From an optimization exercise on the open Yosys and OpenROAD flow, aimed at small area, a short achievable clock period and few clock cycles per item; shortcuts taken in it are not production practice.
At most, simulation tests tie the RTL to the original design; equivalence was not proved.

juniper:
==> module aes_sbox, before the edit <==
module aes_sbox (
    input  logic [7:0] a,
    output logic [7:0] y
);
    logic U0, U1, U2, U3, U4, U5, U6, U7;
    logic T1, T2, T3, T4, T5, T6, T7, T8, T9, T10, T11, T12;
    logic T13, T14, T15, T16, T17, T18, T19, T20, T21, T22, T23, T24;
    logic T25, T26, T27;
    logic M1, M2, M3, M4, M5, M6, M7, M8, M9, M10, M11, M12;
    logic M13, M14, M15, M16, M17, M18, M19, M20, M21, M22, M23, M24;
    logic M25, M26, M27, M28, M29, M30, M31, M32, M33, M34, M35, M36;
    logic M37, M38, M39, M40, M41, M42, M43, M44, M45, M46, M47, M48;
    logic M49, M50, M51, M52, M53, M54, M55, M56, M57, M58, M59, M60;
    logic M61, M62, M63;
    logic L0, L1, L2, L3, L4, L5, L6, L7, L8, L9, L10, L11;
    logic L12, L13, L14, L15, L16, L17, L18, L19, L20, L21, L22, L23;
    logic L24, L25, L26, L27, L28, L29;
    logic S0, S1, S2, S3, S4, S5, S6, S7;
    assign {U0, U1, U2, U3, U4, U5, U6, U7} = a;
    assign T1 = U0 ^ U3;
    assign T2 = U0 ^ U5;
    assign T3 = U0 ^ U6;
    assign T4 = U3 ^ U5;
    assign T5 = U4 ^ U6;
    assign T6 = T1 ^ T5;
    assign T7 = U1 ^ U2;
    assign T8 = U7 ^ T6;
    assign T9 = U7 ^ T7;
    assign T10 = T6 ^ T7;
    assign T11 = U1 ^ U5;
    assign T12 = U2 ^ U5;
    assign T13 = T3 ^ T4;
    assign T14 = T6 ^ T11;
    assign T15 = T5 ^ T11;
    assign T16 = T5 ^ T12;
    assign T17 = T9 ^ T16;
    assign T18 = U3 ^ U7;
    assign T19 = T7 ^ T18;
    assign T20 = T1 ^ T19;
    assign T21 = U6 ^ U7;
    assign T22 = T7 ^ T21;
    assign T23 = T2 ^ T22;
    assign T24 = T2 ^ T10;
    assign T25 = T20 ^ T17;
    assign T26 = T3 ^ T16;
    assign T27 = T1 ^ T12;
    assign M1 = T13 & T6;
    assign M2 = T23 & T8;
    assign M3 = T14 ^ M1;
    assign M4 = T19 & U7;
    assign M5 = M4 ^ M1;
    assign M6 = T3 & T16;
    assign M7 = T22 & T9;
    assign M8 = T26 ^ M6;
    assign M9 = T20 & T17;
    assign M10 = M9 ^ M6;
    assign M11 = T1 & T15;
    assign M12 = T4 & T27;
    assign M13 = M12 ^ M11;
    assign M14 = T2 & T10;
    assign M15 = M14 ^ M11;
    assign M16 = M3 ^ M2;
    assign M17 = M5 ^ T24;
    assign M18 = M8 ^ M7;
    assign M19 = M10 ^ M15;
    assign M20 = M16 ^ M13;
    assign M21 = M17 ^ M15;
    assign M22 = M18 ^ M13;
    assign M23 = M19 ^ T25;
    assign M24 = M22 ^ M23;
    assign M25 = M22 & M20;
    assign M26 = M21 ^ M25;
    assign M27 = M20 ^ M21;
    assign M28 = M23 ^ M25;
    assign M29 = M28 & M27;
    assign M30 = M26 & M24;
    assign M31 = M20 & M23;
    assign M32 = M27 & M31;
    assign M33 = M27 ^ M25;
    assign M34 = M21 & M22;
    assign M35 = M24 & M34;
    assign M36 = M24 ^ M25;
    assign M37 = M21 ^ M29;
    assign M38 = M32 ^ M33;
    assign M39 = M23 ^ M30;
    assign M40 = M35 ^ M36;
    assign M41 = M38 ^ M40;
    assign M42 = M37 ^ M39;
    assign M43 = M37 ^ M38;
    assign M44 = M39 ^ M40;
    assign M45 = M42 ^ M41;
    assign M46 = M44 & T6;
    assign M47 = M40 & T8;
    assign M48 = M39 & U7;
    assign M49 = M43 & T16;
    assign M50 = M38 & T9;
    assign M51 = M37 & T17;
    assign M52 = M42 & T15;
    assign M53 = M45 & T27;
    assign M54 = M41 & T10;
    assign M55 = M44 & T13;
    assign M56 = M40 & T23;
    assign M57 = M39 & T19;
    assign M58 = M43 & T3;
    assign M59 = M38 & T22;
    assign M60 = M37 & T20;
    assign M61 = M42 & T1;
    assign M62 = M45 & T4;
    assign M63 = M41 & T2;
    assign L0 = M61 ^ M62;
    assign L1 = M50 ^ M56;
    assign L2 = M46 ^ M48;
    assign L3 = M47 ^ M55;
    assign L4 = M54 ^ M58;
    assign L5 = M49 ^ M61;
    assign L6 = M62 ^ L5;
    assign L7 = M46 ^ L3;
    assign L8 = M51 ^ M59;
    assign L9 = M52 ^ M53;
    assign L10 = M53 ^ L4;
    assign L11 = M60 ^ L2;
    assign L12 = M48 ^ M51;
    assign L13 = M50 ^ L0;
    assign L14 = M52 ^ M61;
    assign L15 = M55 ^ L1;
    assign L16 = M56 ^ L0;
    assign L17 = M57 ^ L1;
    assign L18 = M58 ^ L8;
    assign L19 = M63 ^ L4;
    assign L20 = L0 ^ L1;
    assign L21 = L1 ^ L7;
    assign L22 = L3 ^ L12;
    assign L23 = L18 ^ L2;
    assign L24 = L15 ^ L9;
    assign L25 = L6 ^ L10;
    assign L26 = L7 ^ L9;
    assign L27 = L8 ^ L10;
    assign L28 = L11 ^ L14;
    assign L29 = L11 ^ L17;
    assign S0 = L6 ^ L24;
    assign S1 = ~(L16 ^ L26);
    assign S2 = ~(L19 ^ L28);
    assign S3 = L6 ^ L21;
    assign S4 = L20 ^ L22;
    assign S5 = L25 ^ L29;
    assign S6 = ~(L13 ^ L27);
    assign S7 = ~(L6 ^ L23);
    assign y = {S0, S1, S2, S3, S4, S5, S6, S7};
endmodule
clock: 7.0 ns
lec_check: 0
abc_area: 1
cap_margin: 20
core_margin: 2
core_utilization: 45
setup_slack_margin: 1.25
slew_margin: 20
standard.sh (not shown) runs the stock make flow with config.mk's settings and CLKGATE_MAP_FILE= SYNTH_SCRIPT=/design/flow/synth_recipe.tcl, a recipe that flattens the netlist after the stock synthesis.
==> flow/flow/run.sh <==
#!/bin/bash
# Standard ORFS layout with these changes:
#  - synthesis maps the logic with its own ABC script
#    (flow/abc_area.script: delay-oriented mapping with some area
#    recovery), which suits this XOR-heavy design far better than
#    the stock scripts;
#  - synthesis skips the half/full-adder extraction, which would
#    freeze XOR/AND pairs of the S-boxes into slow adder cells;
#  - every port still gets its own buffer, but the smallest one.
# The registers and their names are those of the standard synthesis.
# make's output goes to make_finish.log; each ORFS step writes its
# own full log under orfs/logs/.
set -euo pipefail
WORK=$(pwd)
rm -rf "$WORK/scripts_mod"
cp -r "$FLOW_HOME/scripts" "$WORK/scripts_mod"
cp "$WORK/flow/abc_area.script" "$WORK/scripts_mod/abc_area.script"
bash "$WORK/standard.sh" SCRIPTS_DIR="$WORK/scripts_mod" ABC_AREA=1 ADDER_MAP_FILE= \
    BUFFER_PORTS_ARGS="-buffer_cell sky130_fd_sc_hd__buf_1" \
    finish > "$WORK/make_finish.log" 2>&1
==> flow/flow/abc_area.script <==
strash
dc2
&get -n
&dch
&nf -p -R 50
&put
topo
stime -c
buffer -c
upsize -c
dnsize -c
Changes in raven relative to juniper:
diff --git a/flow/design.v b/flow/design.v
--- a/flow/design.v
+++ b/flow/design.v
@@ -20,17 +20,23 @@
     logic U0, U1, U2, U3, U4, U5, U6, U7;
     logic T1, T2, T3, T4, T5, T6, T7, T8, T9, T10, T11, T12;
     logic T13, T14, T15, T16, T17, T18, T19, T20, T21, T22, T23, T24;
-    logic T25, T26, T27;
-    logic M1, M2, M3, M4, M5, M6, M7, M8, M9, M10, M11, M12;
-    logic M13, M14, M15, M16, M17, M18, M19, M20, M21, M22, M23, M24;
-    logic M25, M26, M27, M28, M29, M30, M31, M32, M33, M34, M35, M36;
-    logic M37, M38, M39, M40, M41, M42, M43, M44, M45, M46, M47, M48;
-    logic M49, M50, M51, M52, M53, M54, M55, M56, M57, M58, M59, M60;
-    logic M61, M62, M63;
-    logic L0, L1, L2, L3, L4, L5, L6, L7, L8, L9, L10, L11;
-    logic L12, L13, L14, L15, L16, L17, L18, L19, L20, L21, L22, L23;
-    logic L24, L25, L26, L27, L28, L29;
+    logic T25, T26, T27, M1, M2, M3, M4, M5, M6, M7, M8, M9;
+    logic M10, M11, M12, M13, M14, M15, M16, M17, M18, M19, M20, M21;
+    logic M22, M23, M37, M38, M39, M40, M41, M42, M43, M44, M45, M46;
+    logic M47, M48, M49, M50, M51, M52, M53, M54, M55, M56, M57, M58;
+    logic M59, M60, M61, M62, M63, L0, L1, L2, L3, L4, L5, L6;
+    logic L7, L8, L9, L10, L11, L12, L13, L14, L15, L16, L17, L18;
+    logic L19, L20, L21, L22, L23, L24, L25, L26, L27, L28, L29;
     logic S0, S1, S2, S3, S4, S5, S6, S7;
+    localparam logic [15:0] inv_tt_37 = 16'hf650;
+    localparam logic [15:0] inv_tt_38 = 16'hc9f0;
+    localparam logic [15:0] inv_tt_39 = 16'h8eca;
+    localparam logic [15:0] inv_tt_40 = 16'hea26;
+    localparam logic [15:0] inv_tt_41 = 16'h23d6;
+    localparam logic [15:0] inv_tt_42 = 16'h789a;
+    localparam logic [15:0] inv_tt_43 = 16'h3fa0;
+    localparam logic [15:0] inv_tt_44 = 16'h64ec;
+    localparam logic [15:0] inv_tt_45 = 16'h5b4c;
     assign {U0, U1, U2, U3, U4, U5, U6, U7} = a;
     assign T1 = U0 ^ U3;
     assign T2 = U0 ^ U5;
@@ -82,28 +88,15 @@
     assign M21 = M17 ^ M15;
     assign M22 = M18 ^ M13;
     assign M23 = M19 ^ T25;
-    assign M24 = M22 ^ M23;
-    assign M25 = M22 & M20;
-    assign M26 = M21 ^ M25;
-    assign M27 = M20 ^ M21;
-    assign M28 = M23 ^ M25;
-    assign M29 = M28 & M27;
-    assign M30 = M26 & M24;
-    assign M31 = M20 & M23;
-    assign M32 = M27 & M31;
-    assign M33 = M27 ^ M25;
-    assign M34 = M21 & M22;
-    assign M35 = M24 & M34;
-    assign M36 = M24 ^ M25;
-    assign M37 = M21 ^ M29;
-    assign M38 = M32 ^ M33;
-    assign M39 = M23 ^ M30;
-    assign M40 = M35 ^ M36;
-    assign M41 = M38 ^ M40;
-    assign M42 = M37 ^ M39;
-    assign M43 = M37 ^ M38;
-    assign M44 = M39 ^ M40;
-    assign M45 = M42 ^ M41;
+    assign M37 = inv_tt_37[{M20, M21, M22, M23}];
+    assign M38 = inv_tt_38[{M20, M21, M22, M23}];
+    assign M39 = inv_tt_39[{M20, M21, M22, M23}];
+    assign M40 = inv_tt_40[{M20, M21, M22, M23}];
+    assign M41 = inv_tt_41[{M20, M21, M22, M23}];
+    assign M42 = inv_tt_42[{M20, M21, M22, M23}];
+    assign M43 = inv_tt_43[{M20, M21, M22, M23}];
+    assign M44 = inv_tt_44[{M20, M21, M22, M23}];
+    assign M45 = inv_tt_45[{M20, M21, M22, M23}];
     assign M46 = M44 & T6;
     assign M47 = M40 & T8;
     assign M48 = M39 & U7;
Notes after the runs:
Summary: with juniper as the reference, number of gates on the worst path with buffers counted in raven moved down by more than 10%.
There was hardly any difference in clock network area share between raven and juniper.
The core of raven is less densely filled than that of juniper.
raven vs juniper: wire length of the first global-routing pass up in raven
raven vs juniper on sequential share of layout area: raven is the higher one.
Run comparison: juniper standard cell with the maximum stage delay on the critical path sky130_fd_sc_hd__dfxtp_1; raven standard cell with the maximum stage delay on the critical path sky130_fd_sc_hd__dfxtp_2
Testbench counts of raven, summed over its fixed seeds: cycles 10,560, blocks 960.
Function not checked in juniper: the RTL went through the layout flow alone.

---

Another version of the RTL of aes_core (not shown whole).
Size: roughly 4700 cells after synthesis, ~400 flip-flops, about 390 I/O pins, about 40000 um^2 of cells after synthesis.
==> module aes_round_counter, before the edit <==
module aes_round_counter (
    input  logic                           clk,
    input  logic                           rst,
    input  logic                           load,
    input  logic                           step,
    output logic                           last_round,
    output logic [aes_pkg::byte_width-1:0] rcon
);
    logic [aes_pkg::round_width-1:0] count;
    always_ff @(posedge clk or posedge rst) begin
        if (rst) begin
            count <= '0;
            rcon  <= '0;
        end else if (load) begin
            count <= {{(aes_pkg::round_width-1){1'b0}}, 1'b1};
            rcon  <= aes_pkg::rcon_init;
        end else if (step) begin
            count <= count + 1'b1;
            rcon  <= aes_pkg::xtime(rcon);
        end
    end
    assign last_round = (count == aes_pkg::num_rounds);
endmodule
==> module aes_key_schedule, before the edit <==
module aes_key_schedule (
    input  logic                            clk,
    input  logic                            load,
    input  logic [aes_pkg::block_width-1:0] key,
    input  logic [aes_pkg::byte_width-1:0]  rcon,
    output aes_pkg::aes_state_t             round_key,
    output aes_pkg::aes_state_t             next_key
);
    localparam int word_bytes = aes_pkg::word_width / aes_pkg::byte_width;
    logic [aes_pkg::word_width-1:0] rot_word;
    logic [aes_pkg::word_width-1:0] sub_word;
    logic [aes_pkg::word_width-1:0] w0_rcon;
    assign rot_word = {round_key.words[3][aes_pkg::word_width-aes_pkg::byte_width-1:0],
                       round_key.words[3][aes_pkg::word_width-1 -: aes_pkg::byte_width]};
    for (genvar i = 0; i < word_bytes; i++) begin : g_sbox
        aes_sbox i_sbox (
            .a (rot_word[aes_pkg::byte_width*i +: aes_pkg::byte_width]),
            .y (sub_word[aes_pkg::byte_width*i +: aes_pkg::byte_width])
        );
    end
    assign w0_rcon = round_key.words[0] ^ {rcon, {(aes_pkg::word_width-aes_pkg::byte_width){1'b0}}};
    logic [aes_pkg::word_width-1:0] w01, w012, w0123;
    assign w01   = w0_rcon ^ round_key.words[1];
    assign w012  = w01 ^ round_key.words[2];
    assign w0123 = w012 ^ round_key.words[3];
    always_comb begin
        next_key.words[0] = w0_rcon ^ sub_word;
        next_key.words[1] = w01 ^ sub_word;
        next_key.words[2] = w012 ^ sub_word;
        next_key.words[3] = w0123 ^ sub_word;
    end
    always_ff @(posedge clk) begin
        if (load) begin
            round_key <= key;
        end else begin
            round_key <= next_key;
        end
    end
endmodule
export LEC_CHECK = 0
export ABC_AREA = 1
export CAP_MARGIN = 20
export CORE_MARGIN = 2
export CORE_UTILIZATION = 45
export SETUP_SLACK_MARGIN = 1.25
export SLEW_MARGIN = 20
create_clock -name core_clock -period 7.0 [get_ports {clk}]
Scripts as last shown in full above: flow/flow/run.sh, flow/flow/abc_area.script
Next try:
--- a/flow/design.v
+++ b/flow/design.v
@@ -190,22 +190,19 @@
     input  logic                           step,
     output logic                           last_round,
     output logic [aes_pkg::byte_width-1:0] rcon
 );
-    logic [aes_pkg::round_width-1:0] count;
+    localparam logic [aes_pkg::byte_width-1:0] rcon_last = 8'h36;
     always_ff @(posedge clk or posedge rst) begin
         if (rst) begin
-            count <= '0;
-            rcon  <= '0;
+            rcon <= '0;
         end else if (load) begin
-            count <= {{(aes_pkg::round_width-1){1'b0}}, 1'b1};
-            rcon  <= aes_pkg::rcon_init;
-        end else if (step) begin
-            count <= count + 1'b1;
-            rcon  <= aes_pkg::xtime(rcon);
+            rcon <= aes_pkg::rcon_init;
+        end else begin
+            rcon <= aes_pkg::xtime(rcon);
         end
     end
-    assign last_round = (count == aes_pkg::num_rounds);
+    assign last_round = (rcon == rcon_last);
 endmodule
 `timescale 1ns/100ps
 module aes_key_schedule (
     input  logic                            clk,
@@ -227,17 +224,16 @@
             .y (sub_word[aes_pkg::byte_width*i +: aes_pkg::byte_width])
         );
     end
     assign w0_rcon = round_key.words[0] ^ {rcon, {(aes_pkg::word_width-aes_pkg::byte_width){1'b0}}};
-    logic [aes_pkg::word_width-1:0] w01, w012, w0123;
-    assign w01   = w0_rcon ^ round_key.words[1];
-    assign w012  = w01 ^ round_key.words[2];
-    assign w0123 = w012 ^ round_key.words[3];
+    logic [aes_pkg::word_width-1:0] w01, w23;
+    assign w01 = w0_rcon ^ round_key.words[1];
+    assign w23 = round_key.words[2] ^ round_key.words[3];
     always_comb begin
         next_key.words[0] = w0_rcon ^ sub_word;
         next_key.words[1] = w01 ^ sub_word;
-        next_key.words[2] = w012 ^ sub_word;
-        next_key.words[3] = w0123 ^ sub_word;
+        next_key.words[2] = round_key.words[2] ^ next_key.words[1];
+        next_key.words[3] = w23 ^ next_key.words[1];
     end
     always_ff @(posedge clk) begin
         if (load) begin
             round_key <= key;
Result: Register-to-register slack improves by 0.04 ns; global-route usage increases by 0.36 points; die area increases slightly; cell area increases slightly; fmax increases slightly.
No run of this note included a check of the RTL's function; only the layout flow was run.

-- re-timing with driven ports --
No port has a modelled driver above. Below, the same layouts with a new extraction and two added sets of constraints. Step 1 assumes that a clkbuf_16 drives the clock port and a buf_2 every other input. Step 2 moves the port delays by t, midway between the first and last clock arrival at a register: inputs arrive t later, outputs are due t later. That takes back most of the time a late clock gives input paths. Three values: ideal, step 1, step 2; two values: the first two.
run	t (ns)	setup WS [ns]	hold WS [ns]	worst setup path after step 2	worst slew at a driven data input, ns
juniper	0.669	1.298 / 1.298 / 1.298	0.486 / 0.486 / 0.486	register to register	0.06
raven	0.684	1.501 / 1.501 / 1.501	0.479 / 0.479 / 0.479	register to register	0.06
the first run of note 2	0.684	1.392 / 1.392 / 1.392	0.480 / 0.480 / 0.480	register to register	0.06
the second run of note 2	0.704	1.431 / 1.431 / 1.431	0.522 / 0.522 / 0.522	register to register	0.13
After both steps setup and hold are still met in every run listed.
